Context: an optimization exercise on an open-source flow, tuned for a short achievable clock period and few clock cycles. The choices shown serve that exercise and are no tape-out recipe. The RTL was checked by simulation tests, not by an equivalence proof against the original design. Power figures rest on the tool's default switching activity, not on a simulated workload.

## design/flow/run.sh

```bash
#!/bin/bash
# synth_recipe.tcl (not shown) runs the flow's synth.tcl, then flattens the netlist and writes it again
# the make line also repeats each setting of config.mk as NAME=value (left out here)
make -C /OpenROAD-flow-scripts/flow DESIGN_CONFIG=/design/flow/config.mk WORK_HOME=/design/flow/orfs CLKGATE_MAP_FILE= SYNTH_SCRIPT=/design/flow/synth_recipe.tcl finish
```

## design/flow/config.mk

```make
export PLATFORM = sky130hd
export DESIGN_NAME = cpu_core
export DESIGN_NICKNAME = cpu_core
export VERILOG_FILES = /design/flow/design.v
export SDC_FILE = /design/flow/constraint.sdc
export NUM_CORES = 4
export LEC_CHECK = 0
export CAP_MARGIN = 20
export CORE_MARGIN = 2
export CORE_UTILIZATION = 40
export SLEW_MARGIN = 20
```

## design/flow/constraint.sdc

```tcl
create_clock -name core_clock -period 6.5 [get_ports {clk}]
set_input_delay 1.3000 -clock core_clock [delete_from_list [all_inputs] [get_ports {clk}]]
set_output_delay 1.3000 -clock core_clock [all_outputs]
set_load 0.01 [all_outputs]
```

## design/flow/design.v

```verilog
package cpu_pkg;
    localparam int data_w     = 8;     
    localparam int reg_addr_w = 2;     
    localparam int opcode_w   = 4;
    localparam int mem_depth  = 256;   
    localparam logic [opcode_w-1:0] op_nop = 4'd0;
    localparam logic [opcode_w-1:0] op_mov = 4'd1;    
    localparam logic [opcode_w-1:0] op_add = 4'd2;    
    localparam logic [opcode_w-1:0] op_sub = 4'd3;    
    localparam logic [opcode_w-1:0] op_and = 4'd4;    
    localparam logic [opcode_w-1:0] op_or  = 4'd5;    
    localparam logic [opcode_w-1:0] op_out = 4'd7;    
    localparam logic [opcode_w-1:0] op_in  = 4'd8;    
    localparam logic [opcode_w-1:0] op_jz  = 4'd9;    
    localparam logic [opcode_w-1:0] op_jmp = 4'd10;   
    localparam logic [opcode_w-1:0] op_ldm = 4'd11;   
    localparam logic [opcode_w-1:0] op_ldd = 4'd12;   
    localparam logic [opcode_w-1:0] op_std = 4'd13;   
    localparam logic [1:0] wb_sel_alu = 2'd0;
    localparam logic [1:0] wb_sel_mem = 2'd1;
    localparam logic [1:0] fwd_none  = 2'd0;
    localparam logic [1:0] fwd_exmem = 2'd1;
    localparam logic [1:0] fwd_memwb = 2'd2;
    typedef struct packed {
        logic [opcode_w-1:0]   opcode;
        logic [reg_addr_w-1:0] ra;
        logic [reg_addr_w-1:0] rb;
    } instr_fields_t;
    typedef union packed {
        instr_fields_t     fields;
        logic [data_w-1:0] imm;
    } instr_word_t;
endpackage
import cpu_pkg::*;
module fetch_stage (
    input  logic              clk,
    input  logic              rst_n,
    input  logic              stall,
    input  logic              branch_taken,
    input  logic [data_w-1:0] branch_target,
    input  logic [data_w-1:0] fetch_word,
    output logic [data_w-1:0] fetch_addr,
    output cpu_pkg::instr_word_t       ifid_word
);
    logic [data_w-1:0] pc;
    assign fetch_addr = pc;   
    always_ff @(posedge clk or negedge rst_n) begin
        if (!rst_n) begin
            pc        <= '0;
            ifid_word <= '0;                       
        end else if (branch_taken) begin
            pc        <= branch_target;            
            ifid_word <= '0;                       
        end else if (!stall) begin
            pc        <= pc + 1'b1;
            ifid_word <= fetch_word;
        end
    end
endmodule
import cpu_pkg::*;
module decode_unit (
    input  logic                  clk,
    input  logic                  rst_n,
    input  logic                  stall,
    input  logic                  branch_taken,
    input  cpu_pkg::instr_word_t           ifid_word,
    output logic                  reg_write,
    output logic                  mem_write,
    output logic                  mem_read,
    output logic                  flag_en,
    output logic                  is_jz,
    output logic                  is_jmp,
    output logic                  is_in,
    output logic                  is_out,
    output logic [opcode_w-1:0]   alu_op,
    output logic [1:0]            wb_sel,
    output logic [reg_addr_w-1:0] ra,
    output logic [reg_addr_w-1:0] rb,
    output logic [reg_addr_w-1:0] dest,
    output logic                  uses_ra,
    output logic                  uses_rb,
    output logic                  imm_valid,
    output logic [data_w-1:0]     imm_value
);
    logic                  imm_pending;    
    logic [reg_addr_w-1:0] pending_dest;   
    logic [opcode_w-1:0]   opcode;
    assign opcode    = ifid_word.fields.opcode;
    assign ra        = ifid_word.fields.ra;
    assign rb        = ifid_word.fields.rb;
    assign imm_value = ifid_word.imm;   
    assign imm_valid = imm_pending;
    always_comb begin
        reg_write = 1'b0;
        mem_write = 1'b0;
        mem_read  = 1'b0;
        flag_en   = 1'b0;
        is_jz     = 1'b0;
        is_jmp    = 1'b0;
        is_in     = 1'b0;
        is_out    = 1'b0;
        uses_ra   = 1'b0;
        uses_rb   = 1'b0;
        wb_sel    = wb_sel_alu;
        alu_op    = opcode;
        dest      = ra;
        if (imm_pending) begin
            reg_write = 1'b1;              
            alu_op    = op_nop;
            dest      = pending_dest;
        end else begin
            case (opcode)
                op_mov: begin
                    reg_write = 1'b1;
                    uses_rb   = 1'b1;
                end
                op_add, op_sub, op_and, op_or: begin
                    reg_write = 1'b1;
                    flag_en   = 1'b1;
                    uses_ra   = 1'b1;
                    uses_rb   = 1'b1;
                end
                op_out: begin
                    is_out  = 1'b1;
                    uses_rb = 1'b1;
                end
                op_in:  reg_write = 1'b1;
                op_jz: begin
                    is_jz   = 1'b1;
                    uses_rb = 1'b1;
                end
                op_jmp: begin
                    is_jmp  = 1'b1;
                    uses_rb = 1'b1;
                end
                op_ldd: begin
                    reg_write = 1'b1;
                    mem_read  = 1'b1;
                    wb_sel    = wb_sel_mem;
                    uses_rb   = 1'b1;
                end
                op_std: begin
                    mem_write = 1'b1;
                    uses_ra   = 1'b1;
                    uses_rb   = 1'b1;
                end
                default: ;                 
            endcase
        end
        is_in = !imm_pending && opcode == op_in;
    end
    always_ff @(posedge clk or negedge rst_n) begin
        if (!rst_n) begin
            imm_pending  <= 1'b0;
            pending_dest <= '0;
        end else if (branch_taken) begin
            imm_pending  <= 1'b0;          
        end else if (!stall) begin
            imm_pending  <= !imm_pending && opcode == op_ldm;
            pending_dest <= ra;
        end
    end
endmodule
import cpu_pkg::*;
module register_file (
    input  logic                  clk,
    input  logic                  rst_n,
    input  logic [reg_addr_w-1:0] ra,
    input  logic [reg_addr_w-1:0] rb,
    input  logic                  wb_we,
    input  logic [reg_addr_w-1:0] wb_dest,
    input  logic [data_w-1:0]     wb_data,
    output logic [data_w-1:0]     ra_val,
    output logic [data_w-1:0]     rb_val
);
    logic [data_w-1:0] regs [2**reg_addr_w];
    always_ff @(posedge clk or negedge rst_n) begin
        if (!rst_n) begin
            for (int i = 0; i < 2**reg_addr_w; i++) begin
                regs[i] <= '0;
            end
        end else if (wb_we) begin
            regs[wb_dest] <= wb_data;
        end
    end
    assign ra_val = (wb_we && wb_dest == ra) ? wb_data : regs[ra];
    assign rb_val = (wb_we && wb_dest == rb) ? wb_data : regs[rb];
endmodule
import cpu_pkg::*;
module hazard_unit (
    input  logic [reg_addr_w-1:0] ra,
    input  logic [reg_addr_w-1:0] rb,
    input  logic                  uses_ra,
    input  logic                  uses_rb,
    input  logic [reg_addr_w-1:0] idex_dest,
    input  logic                  idex_mem_read,
    input  logic [reg_addr_w-1:0] idex_ra,
    input  logic [reg_addr_w-1:0] idex_rb,
    input  logic [reg_addr_w-1:0] exmem_dest,
    input  logic                  exmem_reg_write,
    input  logic [reg_addr_w-1:0] wb_dest,
    input  logic                  wb_we,
    output logic                  stall,
    output logic [1:0]            fwd_a,
    output logic [1:0]            fwd_b
);
    function automatic logic [1:0] pick_src(input logic [reg_addr_w-1:0] src,
                                            input logic [reg_addr_w-1:0] mem_dest,
                                            input logic                  mem_we,
                                            input logic [reg_addr_w-1:0] last_dest,
                                            input logic                  last_we);
        logic [1:0] sel;
        sel = fwd_none;
        if (mem_we && mem_dest == src) begin
            sel = fwd_exmem;
        end else if (last_we && last_dest == src) begin
            sel = fwd_memwb;
        end
        pick_src = sel;
    endfunction
    assign stall = idex_mem_read &&
                   ((uses_ra && ra == idex_dest) || (uses_rb && rb == idex_dest));
    assign fwd_a = pick_src(idex_ra, exmem_dest, exmem_reg_write, wb_dest, wb_we);
    assign fwd_b = pick_src(idex_rb, exmem_dest, exmem_reg_write, wb_dest, wb_we);
endmodule
import cpu_pkg::*;
module execute_stage (
    input  logic                  clk,
    input  logic                  rst_n,
    input  logic                  stall,
    input  logic                  reg_write,
    input  logic                  mem_write,
    input  logic                  mem_read,
    input  logic                  flag_en,
    input  logic                  is_jz,
    input  logic                  is_jmp,
    input  logic                  is_in,
    input  logic                  is_out,
    input  logic [opcode_w-1:0]   alu_op,
    input  logic [1:0]            wb_sel,
    input  logic [reg_addr_w-1:0] ra,
    input  logic [reg_addr_w-1:0] rb,
    input  logic [reg_addr_w-1:0] dest,
    input  logic                  imm_valid,
    input  logic [data_w-1:0]     imm_value,
    input  logic [data_w-1:0]     ra_val,
    input  logic [data_w-1:0]     rb_val,
    input  logic [1:0]            fwd_a,
    input  logic [1:0]            fwd_b,
    input  logic [data_w-1:0]     wb_data,
    input  logic [data_w-1:0]     in_port,
    output logic [reg_addr_w-1:0] idex_dest,
    output logic                  idex_mem_read,
    output logic [reg_addr_w-1:0] idex_ra,
    output logic [reg_addr_w-1:0] idex_rb,
    output logic                  branch_taken,
    output logic [data_w-1:0]     branch_target,
    output logic [data_w-1:0]     exmem_result,
    output logic [data_w-1:0]     exmem_store_data,
    output logic [data_w-1:0]     exmem_addr,
    output logic [reg_addr_w-1:0] exmem_dest,
    output logic                  exmem_reg_write,
    output logic                  exmem_mem_write,
    output logic [1:0]            exmem_wb_sel,
    output logic                  exmem_out_en,
    output logic                  in_rd
);
    logic                bubble;
    logic                idex_reg_write;
    logic                idex_mem_write;
    logic                idex_flag_en;
    logic                idex_is_jz;
    logic                idex_is_jmp;
    logic                idex_is_in;
    logic                idex_is_out;
    logic                idex_imm_valid;
    logic [opcode_w-1:0] idex_alu_op;
    logic [1:0]          idex_wb_sel;
    logic [data_w-1:0]   idex_a;
    logic [data_w-1:0]   idex_b;
    logic [data_w-1:0]   idex_imm;
    logic [data_w-1:0]   op_a;
    logic [data_w-1:0]   op_b;
    logic [data_w-1:0]   result;
    logic [data_w:0]     sum;          
    logic [3:0]          flags;        
    logic [3:0]          flags_next;
    function automatic logic [data_w-1:0] fwd_mux(input logic [1:0]        sel,
                                                  input logic [data_w-1:0] stored,
                                                  input logic [data_w-1:0] from_mem,
                                                  input logic [data_w-1:0] from_wb);
        logic [data_w-1:0] value;
        case (sel)
            fwd_exmem: value = from_mem;
            fwd_memwb: value = from_wb;
            default:   value = stored;
        endcase
        fwd_mux = value;
    endfunction
    assign bubble = stall || branch_taken;   
    always_ff @(posedge clk or negedge rst_n) begin
        if (!rst_n) begin
            idex_reg_write <= 1'b0;
            idex_mem_write <= 1'b0;
            idex_mem_read  <= 1'b0;
            idex_flag_en   <= 1'b0;
            idex_is_jz     <= 1'b0;
            idex_is_jmp    <= 1'b0;
            idex_is_in     <= 1'b0;
            idex_is_out    <= 1'b0;
            idex_imm_valid <= 1'b0;
            idex_alu_op    <= op_nop;
            idex_wb_sel    <= wb_sel_alu;
        end else begin
            idex_reg_write <= reg_write && !bubble;
            idex_mem_write <= mem_write && !bubble;
            idex_mem_read  <= mem_read && !bubble;
            idex_flag_en   <= flag_en && !bubble;
            idex_is_jz     <= is_jz && !bubble;
            idex_is_jmp    <= is_jmp && !bubble;
            idex_is_in     <= is_in && !bubble;
            idex_is_out    <= is_out && !bubble;
            idex_imm_valid <= imm_valid && !bubble;
            idex_alu_op    <= alu_op;
            idex_wb_sel    <= wb_sel;
        end
    end
    always_ff @(posedge clk) begin
        idex_a    <= ra_val;
        idex_b    <= rb_val;
        idex_imm  <= imm_value;
        idex_ra   <= ra;
        idex_rb   <= rb;
        idex_dest <= dest;
    end
    assign op_a = fwd_mux(fwd_a, idex_a, exmem_result, wb_data);
    assign op_b = fwd_mux(fwd_b, idex_b, exmem_result, wb_data);
    always_comb begin
        sum        = '0;
        flags_next = flags;                
        if (idex_imm_valid) begin
            result = idex_imm;
        end else if (idex_is_in) begin
            result = in_port;
        end else begin
            case (idex_alu_op)
                op_add: begin
                    sum           = {1'b0, op_a} + {1'b0, op_b};
                    result        = sum[data_w-1:0];
                    flags_next[2] = sum[data_w];
                    flags_next[3] = (op_a[data_w-1] == op_b[data_w-1]) &&
                                    (result[data_w-1] != op_a[data_w-1]);
                end
                op_sub: begin
                    sum           = {1'b0, op_a} - {1'b0, op_b};
                    result        = sum[data_w-1:0];
                    flags_next[2] = sum[data_w];   
                    flags_next[3] = (op_a[data_w-1] != op_b[data_w-1]) &&
                                    (result[data_w-1] != op_a[data_w-1]);
                end
                op_and:  result = op_a & op_b;
                op_or:   result = op_a | op_b;
                default: result = op_b;    
            endcase
        end
        flags_next[0] = (result == '0);
        flags_next[1] = result[data_w-1];
    end
    always_ff @(posedge clk or negedge rst_n) begin
        if (!rst_n) begin
            flags <= '0;
        end else if (idex_flag_en) begin
            flags <= flags_next;
        end
    end
    assign in_rd = idex_is_in;
    assign branch_taken  = idex_is_jmp || (idex_is_jz && flags[0]);
    assign branch_target = op_b;
    always_ff @(posedge clk or negedge rst_n) begin
        if (!rst_n) begin
            exmem_reg_write <= 1'b0;
            exmem_mem_write <= 1'b0;
            exmem_wb_sel    <= wb_sel_alu;
            exmem_out_en    <= 1'b0;
        end else begin
            exmem_reg_write <= idex_reg_write;
            exmem_mem_write <= idex_mem_write;
            exmem_wb_sel    <= idex_wb_sel;
            exmem_out_en    <= idex_is_out;
        end
    end
    always_ff @(posedge clk) begin
        exmem_result     <= result;
        exmem_store_data <= idex_is_out ? op_b : op_a;   
        exmem_addr       <= op_b;
        exmem_dest       <= idex_dest;
    end
endmodule
import cpu_pkg::*;
module unified_memory (
    input  logic              clk,
    input  logic [data_w-1:0] fetch_addr,
    input  logic [data_w-1:0] data_addr,
    input  logic [data_w-1:0] data_wdata,
    input  logic              data_we,
    input  logic              load_en,      
    input  logic [data_w-1:0] load_addr,
    input  logic [data_w-1:0] load_data,
    output logic [data_w-1:0] fetch_word,
    output logic [data_w-1:0] data_rdata
);
    logic [data_w-1:0] mem [mem_depth];
    always_ff @(posedge clk) begin
        if (load_en) begin
            mem[load_addr] <= load_data;
        end else if (data_we) begin
            mem[data_addr] <= data_wdata;
        end
    end
    assign fetch_word = mem[fetch_addr];
    assign data_rdata = mem[data_addr];
endmodule
import cpu_pkg::*;
module writeback_stage (
    input  logic                  clk,
    input  logic                  rst_n,
    input  logic [data_w-1:0]     exmem_result,
    input  logic [data_w-1:0]     exmem_store_data,
    input  logic [reg_addr_w-1:0] exmem_dest,
    input  logic                  exmem_reg_write,
    input  logic [1:0]            exmem_wb_sel,
    input  logic                  exmem_out_en,
    input  logic [data_w-1:0]     mem_rdata,
    output logic [data_w-1:0]     wb_data,
    output logic [reg_addr_w-1:0] wb_dest,
    output logic                  wb_we,
    output logic [data_w-1:0]     out_port,
    output logic                  out_valid
);
    logic              memwb_out_en;
    logic [1:0]        memwb_wb_sel;
    logic [data_w-1:0] memwb_result;
    logic [data_w-1:0] memwb_rdata;
    logic [data_w-1:0] memwb_out_data;
    always_ff @(posedge clk or negedge rst_n) begin
        if (!rst_n) begin
            wb_we        <= 1'b0;
            memwb_out_en <= 1'b0;
            memwb_wb_sel <= wb_sel_alu;
        end else begin
            wb_we        <= exmem_reg_write;
            memwb_out_en <= exmem_out_en;
            memwb_wb_sel <= exmem_wb_sel;
        end
    end
    always_ff @(posedge clk) begin
        memwb_result   <= exmem_result;
        memwb_rdata    <= mem_rdata;         
        memwb_out_data <= exmem_store_data;
        wb_dest        <= exmem_dest;
    end
    assign wb_data = (memwb_wb_sel == wb_sel_mem) ? memwb_rdata : memwb_result;
    always_ff @(posedge clk or negedge rst_n) begin
        if (!rst_n) begin
            out_port  <= '0;
            out_valid <= 1'b0;
        end else begin
            out_valid <= memwb_out_en;    
            if (memwb_out_en) begin
                out_port <= memwb_out_data;
            end
        end
    end
endmodule
import cpu_pkg::*;
module cpu_core (
    input  logic              clk,
    input  logic              rst_n,
    input  logic              load_en,
    input  logic [data_w-1:0] load_addr,
    input  logic [data_w-1:0] load_data,
    input  logic [data_w-1:0] in_port,
    output logic              in_rd,
    output logic [data_w-1:0] out_port,
    output logic              out_valid
);
    logic [data_w-1:0]     fetch_addr;
    logic [data_w-1:0]     fetch_word;
    cpu_pkg::instr_word_t  ifid_word;
    logic                  reg_write;
    logic                  mem_write;
    logic                  mem_read;
    logic                  flag_en;
    logic                  is_jz;
    logic                  is_jmp;
    logic                  is_in;
    logic                  is_out;
    logic [opcode_w-1:0]   alu_op;
    logic [1:0]            wb_sel;
    logic [reg_addr_w-1:0] ra;
    logic [reg_addr_w-1:0] rb;
    logic [reg_addr_w-1:0] dest;
    logic                  uses_ra;
    logic                  uses_rb;
    logic                  imm_valid;
    logic [data_w-1:0]     imm_value;
    logic [data_w-1:0]     ra_val;   
    logic [data_w-1:0]     rb_val;
    logic                  stall;
    logic [1:0]            fwd_a;
    logic [1:0]            fwd_b;
    logic [reg_addr_w-1:0] idex_dest;
    logic                  idex_mem_read;
    logic [reg_addr_w-1:0] idex_ra;
    logic [reg_addr_w-1:0] idex_rb;
    logic                  branch_taken;   
    logic [data_w-1:0]     branch_target;
    logic [data_w-1:0]     exmem_result;
    logic [data_w-1:0]     exmem_store_data;
    logic [data_w-1:0]     exmem_addr;
    logic [reg_addr_w-1:0] exmem_dest;
    logic                  exmem_reg_write;
    logic                  exmem_mem_write;
    logic [1:0]            exmem_wb_sel;
    logic                  exmem_out_en;
    logic [data_w-1:0]     mem_rdata;
    logic [data_w-1:0]     wb_data;
    logic [reg_addr_w-1:0] wb_dest;
    logic                  wb_we;
    fetch_stage     fetch_stage_inst     (.*);
    decode_unit     decode_unit_inst     (.*);
    register_file   register_file_inst   (.*);
    hazard_unit     hazard_unit_inst     (.*);
    execute_stage   execute_stage_inst   (.*);
    writeback_stage writeback_stage_inst (.*);
    unified_memory unified_memory_inst (
        .clk        (clk),
        .fetch_addr (fetch_addr),
        .fetch_word (fetch_word),
        .data_addr  (exmem_addr),         
        .data_wdata (exmem_store_data),
        .data_we    (exmem_mem_write),
        .load_en    (load_en),
        .load_addr  (load_addr),
        .load_data  (load_data),
        .data_rdata (mem_rdata)
    );
endmodule
```

==> results.txt <==
-- state kept, by name (all words and copies together), names as in the netlist, 2 cells and up --
register,flops
unified_memory_inst.mem,2048
register_file_inst.regs,32
execute_stage_inst.exmem_addr,8
execute_stage_inst.exmem_result,8
execute_stage_inst.exmem_store_data,8
execute_stage_inst.idex_a,8
execute_stage_inst.idex_b,8
fetch_stage_inst.ifid_word,8
fetch_stage_inst.pc,8
writeback_stage_inst.memwb_out_data,8
writeback_stage_inst.memwb_rdata,8
writeback_stage_inst.memwb_result,8
writeback_stage_inst.out_port,8
execute_stage_inst.idex_imm,6
execute_stage_inst.idex_alu_op,4
decode_unit_inst.pending_dest,2
execute_stage_inst.exmem_dest,2
execute_stage_inst.idex_dest,2
writeback_stage_inst.wb_dest,2
-- routing by layer --
| layer | track usage (%) | vias up | share of wire [%] |
|---|---|---|---|
| li1 | - | 20831 | - |
| met1 | 31.99 | 29718 | 39 |
| met2 | 38.09 | 2657 | 49 |
| met3 | 4.821 | 480 | 8.3 |
| met4 | 9.102 | 10 | 4.0 |
| met5 | 0 | - | 0.019 |
-- worst max-delay path: cells and delay by family, from the launching register on --
| kind | cells | cell delay (ps) |
|---|---|---|
| xor+xnor | 1 | 150 |
| buf+inv | 1 | 210 |
| fa+ha+maj | 1 | 280 |
| simple gates | 4 | 1170 |
| mux | 1 | 640 |
| flops | 1 | 610 |
| compound gates | 9 | 1400 |
-- cell usage after synthesis (all sizes together) (3+ instances only) --
master,n,area [µm²]
edfxtp,2048,61500
mux4,1377,31010
nor2,303,1137
clkbuf,217,814.5
buf,160,765.7
nand2,100,375.4
dfrtp,82,2052
dfxtp,78,1562
o21ai,70,350.3
a21oi,34,170.2
mux2,30,337.8
xnor2,23,231.5
o31ai,18,145.1
mux2i,15,150.1
nand3,15,75.07
xor2,15,131.4
a31oi,13,81.33
ha,13,162.7
inv,12,45.04
and4,11,96.34
nand3b,10,75.07
nand2b,9,56.30
nand4,9,56.30
and3,8,50.05
nor2b,7,43.79
and2,6,37.54
maj3,5,50.05
o22ai,5,31.28
nor3,4,20.02
a21o,3,22.52
a221oi,3,26.28
o211ai,3,22.52
or2,3,18.77
-- power groups by stage --
stage	combinational [mW]	sequential, mW	clock [mW]
floorplan	15.2	16.9	0
global placement	23.0	17.7	0
detailed placement	23.1	17.7	0
CTS	23.1	17.4	13.5
global route	23.9	17.5	14.0
finish	23.1	17.4	13.3
-- logic make-up (layout without fill, tap and decap cells) --
kind of cell    count (synthesis)  count (layout)
compound gates                165             165
xor+xnor                       38              38
fa+ha+maj                      19              19
buf+inv                       389             625
flops                        2208            2208
mux                          1422            1422
other cells                     0              10
simple gates                  492             492
-- how the worst max path moves through the flow --
stage	endpoint	slack, ps
after detailed placement	unified_memory_inst.mem[20][6]$_DFFE_PP_	1110
after floorplan	unified_memory_inst.mem[0][0]$_DFFE_PP_	2280
final	execute_stage_inst.flags[0]$_DFFE_PN0P_	1930
after global placement	unified_memory_inst.mem[151][1]$_DFFE_PP_	1050
after CTS	execute_stage_inst.flags[0]$_DFFE_PN0P_	1970
after global routing	execute_stage_inst.flags[0]$_DFFE_PN0P_	1690
-- area by class of cell --
class | count | area, µm²
Tap cell | 3366 | 4212
Timing Repair Buffer | 191 | 2110
Sequential cell | 2208 | 65150
Clock inverter | 160 | 1597
Clock buffer | 262 | 5916
Inverter | 12 | 45.04
Antenna cell | 10 | 25.02
Multi-Input combinational cell | 2136 | 35360
Fill cell | 21144 | 139300
==> impl_results.html <==
<table>
<tr><th>Metric</th><th>Value</th></tr>
<tr><th colspan="2">Clock network</th></tr>
<tr><td>TritonCTS clock tree</td><td>built</td></tr>
<tr><td>Worst-path clk slew</td><td>70 ps</td></tr>
<tr><td>Number of CTS-inserted buffers</td><td>225</td></tr>
<tr><td>CTS-repair resized insts</td><td>0</td></tr>
<tr><td>Insertion delay to the later sink of the worst-skew pair</td><td>870 ps</td></tr>
<tr><td>Number of clock sinks</td><td>2208</td></tr>
<tr><td>Clock tree buffer depth</td><td>3</td></tr>
<tr><td>Root buffer cell</td><td>sky130_fd_sc_hd__clkbuf_16</td></tr>
<tr><td>H-tree depth reported by CTS</td><td>4</td></tr>
<tr><td>Hold-fix buffers at CTS</td><td>0</td></tr>
<tr><td>Setup repair bufs after CTS</td><td>0</td></tr>
<tr><th colspan="2">Place</th></tr>
<tr><td>Placed Area</td><td>0.1069 mm²</td></tr>
<tr><td>HPWL reported at the end of detailed placement</td><td>199400 µm</td></tr>
<tr><td>Total placed cells including tap cells</td><td>7913</td></tr>
<tr><td>Worst setup slack before clock tree synthesis</td><td>1115 ps</td></tr>
<tr><td>PortBufs</td><td>36</td></tr>
<tr><td>Routability congestion estimate from global placement</td><td>0.8742</td></tr>
<tr><th colspan="2">Synthesis</th></tr>
<tr><td>Total standard cell area after synthesis</td><td>0.1019 mm²</td></tr>
<tr><td>Post-synthesis mux area share</td><td>30.90%</td></tr>
<tr><td>Part of the Yosys area used for sequential elements</td><td>63.88%</td></tr>
<tr><td>Net Count, Synth</td><td>4774</td></tr>
<tr><td>Xor-xnor portion of the synthesized cell area</td><td>0.3560%</td></tr>
<tr><td>Flip-flop and latch count after synthesis</td><td>2208</td></tr>
<tr><td>Simple-gate portion of the synthesized area</td><td>2.054%</td></tr>
<tr><td>Adder-cell share of the synthesized area</td><td>0.2283%</td></tr>
<tr><td>Synthesized instance count</td><td>4733</td></tr>
<tr><td>Most used flip-flop cell after synthesis</td><td>sky130_fd_sc_hd__edfxtp_1</td></tr>
<tr><td>Number of distinct library cells after synthesis</td><td>58</td></tr>
<tr><td>Number of synthesis warnings</td><td>8</td></tr>
<tr><td>Number of enable-type register cells in the synthesized netlist</td><td>2048</td></tr>
<tr><td>Area fraction in compound gates after synthesis</td><td>0.9857%</td></tr>
<tr><td>Combinational family with the most area after synthesis</td><td>multiplexers</td></tr>
<tr><td>Synth async-reset ratio</td><td>3.714%</td></tr>
<tr><td>Synth Area per Inst</td><td>21.54 µm²</td></tr>
<tr><th colspan="2">Run status</th></tr>
<tr><td>Outcome</td><td>timing/DRC/antenna clean</td></tr>
<tr><th colspan="2">Detailed routing</th></tr>
<tr><td>Routed length per placed instance</td><td>36.78 µm</td></tr>
<tr><td>Detailed-route DRC error count</td><td>0</td></tr>
<tr><td>Vias</td><td>53696</td></tr>
<tr><td>DR iter-0 viols</td><td>6680</td></tr>
<tr><td>Post-route ant nets</td><td>0</td></tr>
<tr><td>Routed WL</td><td>306900 µm</td></tr>
<tr><td>Number of detailed-route iterations in the first pass</td><td>6</td></tr>
<tr><td>Detailed-route vias per instance</td><td>6.435</td></tr>
<tr><th colspan="2">Floorplanning</th></tr>
<tr><td>Number of core rows</td><td>185</td></tr>
<tr><td>DIE AREA</td><td>0.2589 mm²</td></tr>
<tr><td>DIE WIDTH</td><td>508.8 µm</td></tr>
<tr><td>Die Y</td><td>508.8 µm</td></tr>
<tr><td>Area of the core region</td><td>0.2537 mm²</td></tr>
<tr><td>Boundary Pins</td><td>37</td></tr>
<tr><td>Starting utilization of the core area</td><td>40.18%</td></tr>
<tr><th colspan="2">Power and ir drop</th></tr>
<tr><td>Power density relative to cell area</td><td>470.0 mW/mm²</td></tr>
<tr><td>Pwr Total</td><td>53.78 mW</td></tr>
<tr><td>Share of power burned in registers</td><td>32.4%</td></tr>
<tr><td>Leak Pwr</td><td>34.83 nW</td></tr>
<tr><td>Proportion of power drawn by combinational gates</td><td>42.9%</td></tr>
<tr><td>Worst IR drop on VDD</td><td>0.0003977 V</td></tr>
<tr><td>Internal power</td><td>34.45 mW</td></tr>
<tr><td>Switching power</td><td>19.32 mW</td></tr>
<tr><td>Switching share of power</td><td>35.94%</td></tr>
<tr><td>Clock power frac</td><td>24.7%</td></tr>
<tr><th colspan="2">STA</th></tr>
<tr><td>Fmax achieved</td><td>0.2188 GHz</td></tr>
<tr><td>Setup repair after global routing missed its margin</td><td>false</td></tr>
<tr><td>Hold Violations, Final</td><td>0</td></tr>
<tr><td># setup viols final</td><td>0</td></tr>
<tr><td>Tightest slew margin relative to the limit</td><td>20.64%</td></tr>
<tr><td>Share of the clock period used by the worst path after layout</td><td>70.32%</td></tr>
<tr><td>Worst Clk Skew</td><td>39.07 ps</td></tr>
<tr><td>Final worst setup slack</td><td>1929 ps</td></tr>
<tr><td>Time the worst path needs with I/O delays and setup</td><td>4571 ps</td></tr>
<tr><td>Sum of negative setup slack</td><td>0 ps</td></tr>
<tr><td>Transition time at the pin with the least slew margin</td><td>1190 ps</td></tr>
<tr><td>Max-slew violation count</td><td>0</td></tr>
<tr><td>Post-route worst hold slack</td><td>267.5 ps</td></tr>
<tr><th colspan="2">Critical path</th></tr>
<tr><td>Cell with the largest stage delay on the worst path</td><td>sky130_fd_sc_hd__mux2i_1</td></tr>
<tr><td>Largest incremental delay on the critical path</td><td>640 ps</td></tr>
<tr><td>Critical Path RT</td><td>7280 ps</td></tr>
<tr><td>Kind of end point of the critical path</td><td>register</td></tr>
<tr><td>Signal arrival time at the worst endpoint</td><td>5350 ps</td></tr>
<tr><td>Startpoint Class</td><td>register</td></tr>
<tr><td>Endpoint of the most critical register-to-register path</td><td>execute_stage_inst.flags[0]$_DFFE_PN0P_</td></tr>
<tr><td>Number of cells on the worst reg-to-reg path</td><td>17</td></tr>
<tr><td>Worst flop-to-flop path startpoint</td><td>writeback_stage_inst.memwb_wb_sel[0]$_DFF_PN0_</td></tr>
<tr><td>CP Max Fanout</td><td>11</td></tr>
<tr><td>CP cell instances</td><td>mux2i_1, and4_1, o31ai_1, buf_4, or2_2, o21ai_0, xnor2_1, ha_1, or2_2, o311a_1, o21ai_0, nor3b_1, o31ai_1, a21oi_1, o211a_1, o211ai_1, o32ai_1</td></tr>
<tr><td>Source of the critical timing path</td><td>writeback_stage_inst.memwb_wb_sel[0]$_DFF_PN0_</td></tr>
<tr><td>Register-to-Register Setup Slack</td><td>1930 ps</td></tr>
<tr><td>WS Path Type</td><td>reg2reg</td></tr>
<tr><th colspan="2">Layout</th></tr>
<tr><td>Post-route core utilization</td><td>45.10%</td></tr>
<tr><td>Leading cell types in the layout, fill and taps excluded</td><td>sky130_fd_sc_hd__edfxtp_1, sky130_fd_sc_hd__mux4_2, sky130_fd_sc_hd__nor2_1, sky130_fd_sc_hd__clkbuf_16, sky130_fd_sc_hd__buf_4</td></tr>
<tr><td>Synth-to-Final Area Change</td><td>12.24%</td></tr>
<tr><td>Layout Cell Area excl Fill</td><td>0.1144 mm²</td></tr>
<tr><td>Number of standard cells in the layout, taps in and fillers out</td><td>8345</td></tr>
<tr><td>Layout cells sized above 1</td><td>39.59%</td></tr>
<tr><td>Net count of the finished layout</td><td>4815</td></tr>
<tr><td>Most common cell after layout, fill and taps aside</td><td>sky130_fd_sc_hd__edfxtp_1</td></tr>
<tr><th colspan="2">GRT</th></tr>
<tr><td>Number of global-route vias before repair</td><td>53942</td></tr>
<tr><td>Grt ovf</td><td>0</td></tr>
<tr><td>Wire length of the first global-routing pass</td><td>430500 µm</td></tr>
<tr><td>Largest net degree at the start of global routing</td><td>132</td></tr>
<tr><td>Initial antenna violation count</td><td>20</td></tr>
<tr><td>Global Route Usage Sum</td><td>23.72%</td></tr>
<tr><th colspan="2">Min path</th></tr>
<tr><td>Path type of the worst min-delay path</td><td>in2async</td></tr>
<tr><th colspan="2">Job</th></tr>
<tr><td>Max_cap viols</td><td>0</td></tr>
</table>
Testbench counts, summed over its fixed seeds: cycles 37,314.

what the ideal ports hide:
Ports are ideal in the flow. The routed layout listed here was re-timed in OpenROAD. Step 1 assumes that a clkbuf_16 drives the clock port and a buf_2 every other input. Step 2 adds t to the input delays and takes it off the output delays; t is the mean of the earliest and latest rising clock arrival at the registers after step 1. Input paths then give back, and output paths get back, about the clock's delay inside the block. Slacks: ideal ports / drivers / drivers and shift; pairs: ideal ports / drivers.
t (ns): 0.966
setup WS [ns]: 1.929 / 1.929 / 1.107
worst setup path at the end: input to register
latest minus earliest clock arrival (ns): 0.046 / 0.046
After both steps setup and hold are still met in this run. For this run, drivers alone change the setup slack by 0.000 ns; drivers and shift together by -0.822 ns.
